This design comes from an exercise in tuning for a short achievable clock period and few clock cycles on the open sky130 flow, not from production work. In this exercise RTL edits were held to simulation tests only and were not proved equivalent to the original. Power and IR drop assume default switching activity.

[flow/config.mk]
export PLATFORM = sky130hd
export DESIGN_NAME = icache_top
export DESIGN_NICKNAME = icache_top
export VERILOG_FILES = /design/flow/design.v
export SDC_FILE = /design/flow/constraint.sdc
export NUM_CORES = 4
export LEC_CHECK = 0
export CAP_MARGIN = 20
export CORE_MARGIN = 2
export CORE_UTILIZATION = 40
export SLEW_MARGIN = 20
[flow/constraint.sdc]
create_clock -name core_clock -period 8.0 [get_ports {clk}]
set_input_delay 1.6000 -clock core_clock [delete_from_list [all_inputs] [get_ports {clk}]]
set_output_delay 1.6000 -clock core_clock [all_outputs]
set_load 0.01 [all_outputs]
[flow/design.v]
package icache_pkg;
    localparam int offset_bits = 5;
    typedef logic [31:0] addr_t;
    typedef logic [31:0] word_t;
    typedef logic [255:0] line_t;
    typedef struct packed {
        logic [1:0] fill_way;
        logic       load_lru;
        logic       lru_in;
    } icache_ctrl_t;
    typedef struct packed {
        logic [1:0] hit;
        logic       lru_way;
    } icache_status_t;
endpackage
`timescale 1ns/1ps
module icache_way
#(
    parameter int num_sets = 8
) (
    input  logic                                           clk,
    input  logic                                           arst_n,
    input  logic [$clog2(num_sets)-1:0]                    index,
    input  logic [31-icache_pkg::offset_bits-$clog2(num_sets):0]       tag_in,
    input  logic                                           fill,
    input  icache_pkg::line_t                                          line_in,
    output logic                                           valid,
    output logic [31-icache_pkg::offset_bits-$clog2(num_sets):0]       tag_out,
    output icache_pkg::line_t                                          line_out
);
    localparam int index_bits = $clog2(num_sets);
    localparam int tag_bits   = 32 - icache_pkg::offset_bits - index_bits;
    logic [num_sets-1:0] valid_q;
    logic [tag_bits-1:0] tag_array [num_sets];
    icache_pkg::line_t line_array [num_sets];
    always_ff @(posedge clk or negedge arst_n) begin
        if (!arst_n) begin
            valid_q <= '0;
        end else if (fill) begin
            valid_q[index] <= 1'b1;
        end
    end
    always_ff @(posedge clk) begin
        if (fill) begin
            tag_array[index]  <= tag_in;
            line_array[index] <= line_in;
        end
    end
    always_comb begin
        valid    = valid_q[index];
        tag_out  = tag_array[index];
        line_out = line_array[index];
    end
endmodule
`timescale 1ns/1ps
module icache_datapath
#(
    parameter int num_sets = 8
) (
    input  logic           clk,
    input  logic           arst_n,
    input  icache_pkg::addr_t          mem_address,
    input  icache_pkg::icache_ctrl_t   ctrl,
    input  icache_pkg::line_t          pmem_rdata,
    output icache_pkg::icache_status_t status,
    output icache_pkg::word_t          mem_rdata,
    output icache_pkg::addr_t          pmem_address
);
    localparam int index_bits = $clog2(num_sets);
    localparam int tag_bits   = 32 - icache_pkg::offset_bits - index_bits;
    localparam int byte_bits  = 2;
    localparam int word_bits  = icache_pkg::offset_bits - byte_bits;
    logic [index_bits-1:0] index;
    logic [tag_bits-1:0]   tag;
    logic [word_bits-1:0]  word_sel;
    logic                  valid0;
    logic                  valid1;
    logic [tag_bits-1:0]   tag0;
    logic [tag_bits-1:0]   tag1;
    icache_pkg::line_t                 line0;
    icache_pkg::line_t                 line1;
    icache_pkg::line_t                 hit_line;
    logic [num_sets-1:0]   lru_q;
    assign tag      = mem_address[31 -: tag_bits];
    assign index    = mem_address[icache_pkg::offset_bits +: index_bits];
    assign word_sel = mem_address[byte_bits +: word_bits];
    assign pmem_address = {mem_address[31:icache_pkg::offset_bits], {icache_pkg::offset_bits{1'b0}}};
    icache_way #(
        .num_sets (num_sets)
    ) way0_i (
        .clk      (clk),
        .arst_n   (arst_n),
        .index    (index),
        .tag_in   (tag),
        .fill     (ctrl.fill_way[0]),
        .line_in  (pmem_rdata),
        .valid    (valid0),
        .tag_out  (tag0),
        .line_out (line0)
    );
    icache_way #(
        .num_sets (num_sets)
    ) way1_i (
        .clk      (clk),
        .arst_n   (arst_n),
        .index    (index),
        .tag_in   (tag),
        .fill     (ctrl.fill_way[1]),
        .line_in  (pmem_rdata),
        .valid    (valid1),
        .tag_out  (tag1),
        .line_out (line1)
    );
    always_ff @(posedge clk or negedge arst_n) begin
        if (!arst_n) begin
            lru_q <= '0;
        end else if (ctrl.load_lru) begin
            lru_q[index] <= ctrl.lru_in;
        end
    end
    always_comb begin
        status.hit[0] = valid0 && (tag0 == tag);
        status.hit[1] = valid1 && (tag1 == tag);
        status.lru_way = lru_q[index];
    end
    assign hit_line  = status.hit[1] ? line1 : line0;
    assign mem_rdata = hit_line[word_sel*32 +: 32];
endmodule
`timescale 1ns/1ps
module icache_control
(
    input  logic           clk,
    input  logic           arst_n,
    input  logic           mem_read,
    input  icache_pkg::icache_status_t status,
    input  logic           pmem_resp,
    output icache_pkg::icache_ctrl_t   ctrl,
    output logic           mem_resp,
    output logic           pmem_read
);
    typedef enum logic {
        lookup,
        fill
    } state_t;
    state_t state;
    state_t next_state;
    always_comb begin
        ctrl      = '0;
        mem_resp  = 1'b0;
        pmem_read = 1'b0;
        unique case (state)
            lookup: begin
                if (mem_read && (status.hit != 2'b00)) begin
                    mem_resp      = 1'b1;
                    ctrl.load_lru = 1'b1;
                    ctrl.lru_in   = status.hit[0];
                end
            end
            fill: begin
                pmem_read = 1'b1;
                if (pmem_resp) begin
                    ctrl.fill_way[status.lru_way] = 1'b1;
                    ctrl.load_lru = 1'b1;
                    ctrl.lru_in   = ~status.lru_way;
                end
            end
            default: begin
                ctrl = '0;
            end
        endcase
    end
    always_comb begin
        next_state = state;
        unique case (state)
            lookup: begin
                if (mem_read && (status.hit == 2'b00)) begin
                    next_state = fill;
                end
            end
            fill: begin
                if (pmem_resp) begin
                    next_state = lookup;
                end
            end
            default: begin
                next_state = lookup;
            end
        endcase
    end
    always_ff @(posedge clk or negedge arst_n) begin
        if (!arst_n) begin
            state <= lookup;
        end else begin
            state <= next_state;
        end
    end
endmodule
`timescale 1ns/1ps
module icache_top
#(
    parameter int num_sets = 8
) (
    input  logic  clk,
    input  logic  arst_n,
    input  logic  mem_read,
    input  icache_pkg::addr_t mem_address,
    output icache_pkg::word_t mem_rdata,
    output logic  mem_resp,
    output logic  pmem_read,
    output icache_pkg::addr_t pmem_address,
    input  icache_pkg::line_t pmem_rdata,
    input  logic  pmem_resp
);
    icache_pkg::icache_ctrl_t   ctrl;
    icache_pkg::icache_status_t status;
    icache_control control_i (
        .clk       (clk),
        .arst_n    (arst_n),
        .mem_read  (mem_read),
        .status    (status),
        .pmem_resp (pmem_resp),
        .ctrl      (ctrl),
        .mem_resp  (mem_resp),
        .pmem_read (pmem_read)
    );
    icache_datapath #(
        .num_sets (num_sets)
    ) datapath_i (
        .clk          (clk),
        .arst_n       (arst_n),
        .mem_address  (mem_address),
        .ctrl         (ctrl),
        .pmem_rdata   (pmem_rdata),
        .status       (status),
        .mem_rdata    (mem_rdata),
        .pmem_address (pmem_address)
    );
endmodule
[flow/run.sh]
#!/bin/bash
# synth_recipe.tcl (not shown) runs the flow's synth.tcl, then flattens the netlist and writes it again
# the make line also repeats each setting of config.mk as NAME=value (left out here)
make -C /OpenROAD-flow-scripts/flow DESIGN_CONFIG=/design/flow/config.mk WORK_HOME=/design/flow/orfs CLKGATE_MAP_FILE= SYNTH_SCRIPT=/design/flow/synth_recipe.tcl finish
==> results_dict.tcl, run 1 <==
set metrics [dict create \
    crit_type "input port to output pin" \
    hold_buffers 0 \
    ys_ff_latch 4505 \
    instances_no_fill 16181 \
    numCtsBuffers 431 \
    cts_setup_buffers 0 \
    area_growth_pct 15.7 \
    die_y_um 659 \
    grt.overflow.total 0 \
    viasPerCell 6.21 \
    critPathCaptureType "output pin" \
    ff2ff_path_depth 5 \
    gp_congestion 0.835 \
    synthDistinctLibCells 83 \
    drc 0 \
    cp-start-kind "input port" \
    ctsRootBufferMaster "clkbuf_16" \
    setup_viol 0 \
    final_layout_size_suffix_gt1_share_pct 15.4 \
    holdPathStages 2 \
    placed_cells_incl_taps 15325 \
    power.leakage_nw 62.5 \
    wl_per_cell_um 35.1 \
    period_share_pct 98.4 \
    syn_avg_cell_area_sq_um 18.1 \
    htree_levels 5 \
    p_seq_share_pct 53.3 \
    switchingPower_mw 11.1 \
    irDropWorstVdd_mv 0.174 \
    synth_area_sq_um 171000 \
    drv_cap 0 \
    dp_hpwl_um 322000 \
    core_sq_um 427000 \
    yosysTopAreaCell "edfxtp_1" \
    hold_viol 0 \
    cpPeakStageDelay_ps 550 \
    netlist.area_leader.share_pct 78.5 \
    die_w_um 659 \
    clkLatencyLatePin_ps 1020 \
    cts.path.max_buffers 4 \
    fin_area_sq_um 198000 \
    fin_nets 10367 \
    hold_end "datapath_i.way1_i.valid_q[6]$_DFFE_PN0P_" \
    ant_nets 0 \
    grt_max_degree 108 \
    async_reset_ff_share_pct 0.555 \
    maxSlewHeadroom_pct 27.7 \
    crit_required_ps 6400 \
    drt-total-wl_um 568000 \
    fin_util_pct 46.4 \
    fp.dieArea_sq_um 434000 \
    drt_iter0_drc 14439 \
    swShare_pct 22.4 \
    r2r_end "datapath_i.way0_i.line_array[4][170]$_DFFE_PP_" \
    worstHoldStart "datapath_i.way1_i.valid_q[6]$_DFFE_PN0P_" \
    min_period_ps 7870 \
    first_pass_iters 8 \
    power.internal_mw 38.5 \
    tns_ps 0 \
    cp.arrival_ps 6270 \
    cts_tree "done" \
    antenna_found_initial 152 \
    synthFlopType "edfxtp_1" \
    yosys_warnings 3 \
    rows 240 \
    grt_pass1_vias 96596 \
    grt_pass1_wl_um 783000 \
    clkSinkCount 4505 \
    min_path_type "flip-flop to flip-flop" \
    synth_seq_area_share_pct 78.8 \
    max_freq_mhz 127 \
    port_buffers 350 \
    crit-reg2reg-launch "datapath_i.lru_q[7]$_DFFE_PN0P_" \
    finClkSkew_ps 77.6 \
    vias 100469 \
    status "finished clean" \
    nFillCells 35765 \
    worstPathMaxFanout 25 \
    synth_cells 9459 \
    clkPwrFrac_pct 40.0 \
    slew_viol_final 0 \
    power_mw 49.6 \
    r2r_slack_ps 4240 \
    crit_path_frequent_cell "buf_4" \
    power.density_nw_per_um2 250 \
    clkSlewWorstSetupHoldPaths_ps 60 \
    start_util_pct 40.1 \
    place_area_sq_um 185000 \
    io_pins 358 \
    synth_area_leaders "edfxtp_1 78%, mux2i_1 2.9%, mux4_2 2.2%" \
    crit_slowest_cell "nor4_4" \
    synth_edf_count 4480 \
    post_cts_resized 0 \
    rsz0062_at_grt "no" \
    pwr-share-comb_pct 6.7 \
    tightest_slew_ps 1080 \
    track_usage_pct 25.5 \
    crit_chain "buf_8, buf_4, mux4_2, mux2i_1, xor2_1, nor4b_1, nand2_1, nor4_4, buf_12, buf_12, inv_2, buf_4, o21ai_0, a211o_1, buf_4" \
]
synth_stat cells, types with 67 or more instances:
cell         n
mux2_2     256
a221oi_1   422
a22o_1     121
o21ai_0    298
buf_4       92
nand3_1     77
a21oi_1    508
mux4_2     170
buf_2      128
edfxtp_1  4480
buf_1      126
nor2_1     382
a221o_1     67
a31oi_1     87
mux2i_1    493
a22oi_1    480
nand2_1    277
clkbuf_1   305
layer usage:
metal  up-vias  track usage (%)  share of wire (%)
li1      40348                -                  -
met1     52945             34.5                 39
met2      6115             40.4                 47
met3       985             5.57                 11
met4        76             10.2                4.1
met5         -                0              0.090
sequential cells by signal (all words and copies together), names as in the netlist:
signal                        count
datapath_i.way1_i.valid_q         8
datapath_i.way0_i.line_array   2048
datapath_i.lru_q                  8
datapath_i.way0_i.tag_array     192
datapath_i.way0_i.valid_q         8
datapath_i.way1_i.line_array   2048
control_i.state                   1
datapath_i.way1_i.tag_array     192
metrics by stage:
stage          setup slack [ps]  hold WS (ps)
6_report                    129           471
5_1_grt                    10.4           496
4_1_cts                    74.9           469
3_5_place_dp               83.4           453
3_3_place_gp               80.4           451
2_1_floorplan             -2730           427
power groups by stage:
stage | clock network (mW) | registers [mW] | logic, mW
2_1_floorplan | 0 | 27.0 | 1.48
3_3_place_gp | 0 | 26.9 | 3.20
3_5_place_dp | 0 | 26.9 | 3.25
4_1_cts | 20.0 | 26.4 | 3.27
5_1_grt | 20.8 | 26.5 | 3.43
6_report | 19.8 | 26.4 | 3.31
area by class of cell:
class | count | area (sq um) | share of cell area (%)
Sequential cell | 4505 | 135000 | 68.1
Multi-Input combinational cell | 4280 | 33400 | 16.8
Clock buffer | 531 | 11400 | 5.72
Timing Repair Buffer | 842 | 8870 | 4.47
Tap cell | 5687 | 7120 | 3.59
Clock inverter | 253 | 2190 | 1.10
Antenna cell | 72 | 180 | 0.0908
Inverter | 11 | 60.1 | 0.0303
worst max-delay path by stage:
stage	slack (ps)	cells past startpoint	to	startpoint
final	130	15	mem_rdata[28]	mem_address[5]
after global routing	10	16	mem_rdata[20]	mem_address[5]
after CTS	70	13	mem_rdata[29]	mem_address[5]
after detailed placement	80	13	mem_rdata[29]	mem_address[5]
after global placement	80	14	mem_rdata[17]	mem_address[5]
after floorplan	-2730	11	datapath_i.way0_i.line_array[4][0]$_DFFE_PP_	mem_address[5]
logic make-up (layout without fill, tap and decap cells):
family	after synthesis	after routing	share of synthesized area, %
flip-flops	4505	4505	78.8
AO/OA/AOI/OAI	2384	2384	9.81
multiplexers	929	929	6.89
AND/OR/NAND/NOR	921	921	2.37
buffers and inverters	678	1637	1.86
XOR/XNOR	37	37	0.189
adder cells (fa/ha/maj)	4	4	0.0292
other	1	77	0.00219
worst max-delay path, delay by kind of cell:
family | cells | cell delay, ps
compound gates | 2 | 640
xor+xnor | 1 | 190
buf+inv | 7 | 1920
mux | 2 | 720
simple gates | 3 | 1030
cell usage in the layout (no fill, tap or decap), types with 22 or more instances in the layout:
master,Yosys,routed
mux4_2,170,170
o221ai_1,49,49
xnor2_1,26,26
o2111ai_1,43,43
mux2i_1,493,493
nor2_1,382,360
clkbuf_16,0,439
edfxtp_1,4480,4480
clkbuf_1,305,90
clkdlybuf4s50_1,0,335
nand4_1,51,51
nor4_1,23,22
nand3_1,77,77
nor3_1,37,34
a22oi_1,480,480
dfrtp_1,25,25
clkinv_2,0,94
clkinv_1,1,99
a21oi_1,508,508
o21ai_0,298,298
nand2_1,277,275
mux2_2,256,256
a31oi_1,87,87
a221oi_1,422,422
buf_12,1,133
a22o_1,121,121
buf_4,92,366
o211ai_1,64,64
bufinv_16,0,32
a221o_1,67,67
diode_2,0,72
a211oi_1,53,53
o22ai_1,52,52
Testbench counts, summed over its fixed seeds: cycles 58,549.
==> run 2: changes to the inputs <==
==> flow/design.v (replaced) <==
package icache_pkg;
    localparam int offset_bits = 5;
    typedef logic [31:0] addr_t;
    typedef logic [31:0] word_t;
    typedef logic [255:0] line_t;
    typedef struct packed {
        logic [1:0] fill_way;
        logic       load_lru;
        logic       lru_in;
    } icache_ctrl_t;
    typedef struct packed {
        logic [1:0] hit;
        logic       lru_way;
    } icache_status_t;
endpackage
`timescale 1ns/1ps
module icache_top
#(
    parameter int num_sets = 8
) (
    input  logic  clk,
    input  logic  arst_n,
    input  logic  mem_read,
    input  icache_pkg::addr_t mem_address,
    output icache_pkg::word_t mem_rdata,
    output logic  mem_resp,
    output logic  pmem_read,
    output icache_pkg::addr_t pmem_address,
    input  icache_pkg::line_t pmem_rdata,
    input  logic  pmem_resp
);
    localparam int index_bits = $clog2(num_sets);
    localparam int tag_bits   = 32 - icache_pkg::offset_bits - index_bits;
    logic [num_sets-1:0] valid0_q, valid1_q;
    logic [num_sets-1:0] lru_q;
    logic [tag_bits-1:0] tag0_q [num_sets];
    logic [tag_bits-1:0] tag1_q [num_sets];
    icache_pkg::line_t   line0_q [num_sets];
    icache_pkg::line_t   line1_q [num_sets];
    logic fill_q;
    logic [index_bits-1:0] index;
    logic [tag_bits-1:0]   tag;
    logic [2:0]            word_sel;
    assign tag      = mem_address[31 -: tag_bits];
    assign index    = mem_address[icache_pkg::offset_bits +: index_bits];
    assign word_sel = mem_address[4:2];
    assign pmem_address = {mem_address[31:icache_pkg::offset_bits], {icache_pkg::offset_bits{1'b0}}};
    logic [num_sets-1:0] lh0, lh1;
    logic                hit0, hit1, hit;
    always_comb begin
        for (int s = 0; s < num_sets; s++) begin
            lh0[s] = (index == s[index_bits-1:0]) && valid0_q[s] && (tag0_q[s] == tag);
            lh1[s] = (index == s[index_bits-1:0]) && valid1_q[s] && (tag1_q[s] == tag);
        end
        hit0 = |lh0;
        hit1 = |lh1;
        hit  = hit0 | hit1;
    end
    logic [31:0] hit_word;
    always_comb begin
        hit_word = '0;
        for (int s = 0; s < num_sets; s++) begin
            hit_word = hit_word
                     | ({32{lh0[s]}} & line0_q[s][word_sel*32 +: 32])
                     | ({32{lh1[s]}} & line1_q[s][word_sel*32 +: 32]);
        end
    end
    assign mem_rdata = fill_q ? pmem_rdata[word_sel*32 +: 32] : hit_word;
    assign mem_resp  = fill_q ? pmem_resp : (mem_read && hit);
    assign pmem_read = fill_q | (mem_read && !hit);
    logic victim;
    assign victim = lru_q[index];
    logic do_fill;
    assign do_fill = fill_q && pmem_resp;
    always_ff @(posedge clk or negedge arst_n) begin
        if (!arst_n) begin
            fill_q   <= 1'b0;
            valid0_q <= '0;
            valid1_q <= '0;
            lru_q    <= '0;
        end else begin
            if (fill_q) begin
                if (pmem_resp) begin
                    fill_q <= 1'b0;
                    if (victim) valid1_q[index] <= 1'b1;
                    else        valid0_q[index] <= 1'b1;
                    lru_q[index] <= ~victim;
                end
            end else if (mem_read) begin
                if (hit) begin
                    lru_q[index] <= hit0;
                end else begin
                    fill_q <= 1'b1;
                end
            end
        end
    end
    always_ff @(posedge clk) begin
        if (do_fill && !victim) begin
            tag0_q[index]  <= tag;
            line0_q[index] <= pmem_rdata;
        end
        if (do_fill && victim) begin
            tag1_q[index]  <= tag;
            line1_q[index] <= pmem_rdata;
        end
    end
endmodule
==> results_dict.tcl, run 2 <==
set metrics [dict create \
    vias 82121 \
    crit_slowest_cell "or4_4" \
    setup_viol 0 \
    grt.overflow.total 0 \
    grt_pass1_vias 84898 \
    synth_top_cells_by_count "4,480 x edfxtp_1, 1,088 x mux4_2, 546 x mux2i_1, 254 x o22ai_1, 205 x xnor2_1" \
    port_buffers 350 \
    cts_tree "done" \
    rows 242 \
    wl_met1_um 179000 \
    maxSlewHeadroom_pct 23.6 \
    crit_chain "clkdlybuf4s50_1, buf_4, ha_1, buf_4, and4_1, nand4_1, or4_4, buf_4, and4_4, and4_1, o21ai_0, buf_4, clkdlybuf4s50_1" \
    drt_iter0_drc 8816 \
    dp_hpwl_um 249000 \
    ant_nets 0 \
    slew_viol_final 0 \
    cts.path.max_buffers 4 \
    status "finished clean" \
    core_sq_um 435000 \
    synth_cells 7711 \
    synth_area_leaders "edfxtp_1 77%, mux4_2 14%, mux2i_1 3.1%" \
    cp-start-kind "input port" \
    top_layer "met5" \
    synth_area_sq_um 175000 \
    drc 0 \
    final_layout_size_suffix_gt1_share_pct 24.3 \
    power.density_nw_per_um2 247 \
    clkSlewWorstSetupHoldPaths_ps 60 \
    track_usage_pct 19.4 \
    gp_congestion 0.765 \
    yosys_warnings 1 \
    io_pins 358 \
    clkSinkCount 4505 \
    hold_viol 0 \
    max_freq_mhz 132 \
    tns_ps 0 \
    mostFrequentLayoutCell "edfxtp_1" \
    crit_type "input port to output pin" \
    start_util_pct 40.2 \
    hold_buffers 0 \
    drv_cap 0 \
    crit_required_ps 6400 \
    yosysTopAreaCell "edfxtp_1" \
    nFillCells 35150 \
    clkLatencyLatePin_ps 1010 \
    syn_avg_cell_area_sq_um 22.7 \
    irDropWorstVdd_mv 0.217 \
    cp.arrival_ps 6000 \
    crit_path_frequent_cell "buf_4" \
    drt-total-wl_um 436000 \
    largest_registers "line0_q x2048, line1_q x2048" \
    die_w_um 665 \
    viasPerCell 5.64 \
    fin_nets 8732 \
    critPathCaptureType "output pin" \
    yosysMostFrequentCell "edfxtp_1" \
    synth_seq_area_share_pct 77.4 \
    netlist.area_leader.share_pct 77.0 \
    grt_pass1_wl_um 625000 \
    htree_levels 5 \
    post_cts_resized 0 \
    async_reset_ff_share_pct 0.555 \
    grt_max_degree 118 \
    power.leakage_nw 64.0 \
    cp_num_buf_inv 6 \
    wl_per_cell_um 30.0 \
    final_cell_mix "4,480 x edfxtp_1, 1,088 x mux4_2, 546 x mux2i_1" \
    worstPathMaxFanout 10 \
    instances_no_fill 14564 \
    die_y_um 665 \
    period_share_pct 95.0 \
    first_pass_iters 5 \
    rsz0062_at_grt "no" \
    synth_edf_count 4480 \
    tightest_slew_ps 1140 \
    ctsRootBufferMaster "clkbuf_16" \
    placed_cells_incl_taps 13708 \
    cpPeakStageDelay_ps 840 \
    dr_wl_met2_um 219000 \
    min_path_type "flip-flop to flip-flop" \
    area_growth_pct 15.9 \
    synthFlopType "edfxtp_1" \
    fp.dieArea_sq_um 442000 \
    antenna_found_initial 99 \
    finClkSkew_ps 56.9 \
    cpLargestDelayFamily "buffers and inverters" \
    synthDistinctLibCells 43 \
    cts_setup_buffers 0 \
    dr_wl_met3_um 28900 \
    ys_ff_latch 4505 \
    numCtsBuffers 457 \
    min_period_ps 7600 \
]
run 2: cell count changes in the layout (fill, tap and decap cells not counted), moves of 230 or more:
cell      previous run  this run
mux4_2             170      1088
a21oi_1            508         1
a22oi_1            480         0
a221oi_1           422         0
o21ai_0            298         5
mux2_2             256         0
nand2_1            275        45
run 2: metrics by stage:
step	area, sq um	power [mW]	hold slack, ps	utilization [%]	setup WS (ps)
3_3_place_gp	188000	29.7	440	43.2	469
3_5_place_dp	188000	29.8	440	43.2	403
2_1_floorplan	175000	28.5	420	-	-2620
6_report	202000	50.0	454	46.6	403
5_1_grt	202000	51.5	476	46.6	308
4_1_cts	202000	50.5	454	46.6	391
run 2: worst paths after layout:
kind / start / to / slack [ps] / cells after the start
setup reg to reg: fill_q$_DFF_PN0_ / line1_q[2][212]$_DFFE_PP_ / 3500 / 5
hold / removal: valid0_q[4]$_DFFE_PN0P_ / valid0_q[4]$_DFFE_PN0P_ / 450 / 1
max in group asynchronous: arst_n / fill_q$_DFF_PN0_ / 6660 / 2
hold reg to reg: valid0_q[4]$_DFFE_PN0P_ / valid0_q[4]$_DFFE_PN0P_ / 450 / 1
setup / recovery: mem_address[5] / mem_resp / 400 / 13
min in group asynchronous: arst_n / valid1_q[5]$_DFFE_PN0P_ / 1020 / 2
run 2: routing by layer:
layer | GRT usage [%] | vias to the layer above
met5 | 0 | -
met4 | 4.14 | 28
met3 | 3.12 | 614
met2 | 32.8 | 2933
met1 | 26.7 | 44477
li1 | - | 34069
run 2: power breakdown:
part | switching, mW | total [mW] | internal [mW]
Sequential | 0.105 | 26.5 | 26.3
Combinational | 1.61 | 2.75 | 1.14
Clock | 8.85 | 20.8 | 12.0
Total | 10.6 | 50.0 | 39.4
run 2: worst reg2reg max path, cell delays in order, from the launching register on:
cell	delay (ps)
dfrtp_4	940
and2_1	560
and2_1	560
nand2_1	370
nor2_4	940
buf_12	540
run 2: cell type report:
cell class | instances | area [sq um] | area share (%)
diodes | 34 | 85.1 | 0.0420
clock buffers | 542 | 11900 | 5.87
clock inverters | 280 | 2620 | 1.29
inverters | 8 | 35.0 | 0.0173
multi-input cells | 2751 | 37800 | 18.7
flip-flops and latches | 4505 | 135000 | 66.8
well taps | 5734 | 7170 | 3.55
repair buffers | 710 | 7640 | 3.78
run 2: kinds of logic (layout without fill, tap and decap cells):
kind of cell / Yosys count / after routing / synth area share, %
other cells: 1 / 39 / 0.00215
compound gates: 330 / 330 / 1.24
mux: 1634 / 1634 / 17.2
simple gates: 391 / 391 / 1.13
buf+inv: 459 / 1540 / 1.12
fa+ha+maj: 7 / 7 / 0.0501
flops: 4505 / 4505 / 77.4
xor+xnor: 384 / 384 / 1.93
Testbench counts of run 2, summed over its fixed seeds: cycles 46,771.
==> run 3: changes to the inputs <==
--- a/flow/config.mk
+++ b/flow/config.mk
@@ -10,2 +10,3 @@
 export CORE_UTILIZATION = 40
+export SETUP_SLACK_MARGIN = 3.5
 export SLEW_MARGIN = 20
==> results_dict.tcl, run 3 <==
set metrics [dict create \
    status "finished clean" \
    yosys_warnings 1 \
    gp_congestion 0.764 \
    viasPerCell 5.67 \
    clkSlewWorstSetupHoldPaths_ps 60 \
    clkLatencyLatePin_ps 1000 \
    max_freq_mhz 162 \
    numCtsBuffers 456 \
    track_usage_pct 19.8 \
    period_share_pct 77.3 \
    synth_cells 7711 \
    htree_levels 5 \
    crit_slowest_cell "or4_4" \
    dp_hpwl_um 246000 \
    hold_viol 0 \
    grt.overflow.total 0 \
    final_cell_mix "4,480 x edfxtp_1, 1,088 x mux4_2, 546 x mux2i_1" \
    setup_viol 0 \
    cts_tree "done" \
    maxSlewHeadroom_pct 12.4 \
    place_area_sq_um 187000 \
    core_sq_um 435000 \
    io_pins 358 \
    worstPathMaxFanout 7 \
    fp.dieArea_sq_um 442000 \
    synth_top_cells_by_count "4,480 x edfxtp_1, 1,088 x mux4_2, 546 x mux2i_1, 254 x o22ai_1, 205 x xnor2_1" \
    antenna_found_initial 90 \
    ctsRootBufferMaster "clkbuf_16" \
    min_path_type "flip-flop to flip-flop" \
    fin_nets 8824 \
    yosysMostFrequentCell "edfxtp_1" \
    finClkSkew_ps 38.3 \
    crit_chain "clkdlybuf4s15_2, clkinv_2, buf_6, and4_1, nand4_1, or4_4, buf_12, buf_12, buf_16, buf_16, o22ai_4, nor2_1, nand4_1, o21a_1, buf_2" \
    vias 83099 \
    power.density_nw_per_um2 244 \
    power.leakage_nw 65.3 \
    synthDistinctLibCells 43 \
    synth_edf_count 4480 \
    slew_viol_final 0 \
    netlist.area_leader.share_pct 77.0 \
    mostFrequentLayoutCell "edfxtp_1" \
    drc 0 \
    drt-total-wl_um 451000 \
    synthFlopType "edfxtp_1" \
    largest_registers "line0_q x2048, line1_q x2048" \
    cts.path.max_buffers 4 \
    die_w_um 665 \
    nFillCells 35128 \
    async_reset_ff_share_pct 0.555 \
    critPathCaptureType "output pin" \
    fin_area_sq_um 205000 \
    grt_max_degree 134 \
    ys_ff_latch 4505 \
    wl_per_cell_um 30.8 \
    fin_util_pct 47.2 \
    grt_pass1_wl_um 631000 \
    rsz0062_at_grt "yes" \
    port_buffers 350 \
    start_util_pct 40.2 \
    area_growth_pct 17.5 \
    final_layout_size_suffix_gt1_share_pct 27.0 \
    syn_avg_cell_area_sq_um 22.7 \
    yosysTopAreaCell "edfxtp_1" \
    crit_required_ps 6400 \
    cp-start-kind "input port" \
    tightest_slew_ps 1310 \
    drt_iter0_drc 9948 \
    crit_type "input port to output pin" \
    power_mw 50.1 \
    irDropWorstVdd_mv 0.215 \
    synth_area_sq_um 175000 \
    tns_ps 0 \
    synth_area_leaders "edfxtp_1 77%, mux4_2 14%, mux2i_1 3.1%" \
    cp.arrival_ps 4580 \
    post-place-ws_ps 402 \
    r2r_slack_ps 4340 \
    setup_slack_ps 1820 \
    min_period_ps 6180 \
    ant_nets 0 \
    drv_cap 0 \
    first_pass_iters 6 \
    grt_pass1_vias 84889 \
    clkSinkCount 4505 \
    synth_seq_area_share_pct 77.4 \
    rows 242 \
    cpPeakStageDelay_ps 620 \
    die_y_um 665 \
]
run 3: cell count changes in the layout (fill, tap and decap cells not counted), moves of 20 or more:
cell / change
buf_6: +62
o22ai_1: -61
clkdlybuf4s50_1: -36
o22ai_2: +33
o22ai_4: +28
clkbuf_1: +21
clkinv_1: -21
buf_12: +20
run 3: per-layer routing:
layer | vias to the layer above | global-route usage, % | share of wire, %
li1 | 34290 | - | -
met1 | 45078 | 27.1 | 40
met2 | 3091 | 33.5 | 50
met3 | 622 | 3.15 | 7.0
met4 | 18 | 4.57 | 2.2
met5 | - | 0 | 0.027
run 3: worst paths after layout:
check / start / endpoint / cells after the start
worst max-delay path: mem_address[7] / mem_rdata[24] / 15
worst min-delay path: valid1_q[6]$_DFFE_PN0P_ / valid1_q[6]$_DFFE_PN0P_ / 1
worst max register to register: fill_q$_DFF_PN0_ / line1_q[6][20]$_DFFE_PP_ / 6
worst min register to register: valid1_q[6]$_DFFE_PN0P_ / valid1_q[6]$_DFFE_PN0P_ / 1
max in group asynchronous: arst_n / fill_q$_DFF_PN0_ / 2
min in group asynchronous: arst_n / valid0_q[1]$_DFFE_PN0P_ / 2
run 3: critical path: cells and delay by family:
family                 cells  cell delay, ps
AO/OA/AOI/OAI              2             340
AND/OR/NAND/NOR            5            1260
buffers and inverters      8            1320
run 3: cells by family after synthesis:
logic type	synth area share, %
AOI/OAI and AO/OA	1.24
xor gates and xnor gates	1.93
adders and majority gates	0.0501
buffers and inverters	1.12
DFF	77.4
muxes	17.2
other	0.00215
and+or+nand+nor	1.13
run 3: timing repair:
item,4_1_cts,5_1_grt
pin swaps,106,65
cloned,10,7
setup buffers,72,44
setup endpoints to repair,2229,275
gates resized for setup,444,95
hold buffers,0,0
run 3: layout make-up:
cell class / count / area, sq um / share of cell area [%]
clock inverter: 259 / 2480 / 1.21
clock buffer: 566 / 12000 / 5.84
inverter: 8 / 38.8 / 0.0189
antenna: 34 / 85.1 / 0.0414
multi-input combinational: 2752 / 38900 / 18.9
timing repair buffer: 802 / 9490 / 4.62
sequential: 4505 / 135000 / 65.8
tap: 5734 / 7170 / 3.49
run 3: power by group:
group	internal, mW	total, mW	switching (mW)
logic	1.20	2.88	1.68
registers	26.4	26.5	0.100
clock network	11.9	20.7	8.85
run 3: per-stage QoR:
step                cells  hold slack, ps
floorplan            7715             420
global placement    13668             438
detailed placement  13668             448
CTS                 14575             461
global route        14638             484
finish              14660             463

-- port drivers added, routing unchanged --
In the flow no input, the clock included, has a driving cell. The finished layouts below were timed again as built, in two steps.
Step 1, drivers: a clkbuf_16 drives clk and a buf_2 each remaining input, both assumed.
Step 2 adds t to the input delays and takes it off the output delays; t is the mean of the earliest and latest rising clock arrival at the registers after step 1. Input paths then give back, and output paths get back, about the clock's delay inside the block.
Slacks: ideal / step 1 / step 2; pairs: ideal / step 1.
| run | t (ns) | setup WS [ns] | latest minus earliest clock arrival (ns) |
|---|---|---|---|
| run 1 | 1.099 | 0.129 / 0.070 / 0.070 | 0.089 / 0.089 |
| run 2 | 1.092 | 0.403 / 0.376 / 0.376 | 0.070 / 0.070 |
| run 3 | 1.083 | 1.817 / 1.733 / 1.733 | 0.059 / 0.059 |
After both steps setup and hold are still met in every run listed. For run 3, which loses most, drivers alone change the setup slack by -0.084 ns; drivers and shift together by -0.084 ns.
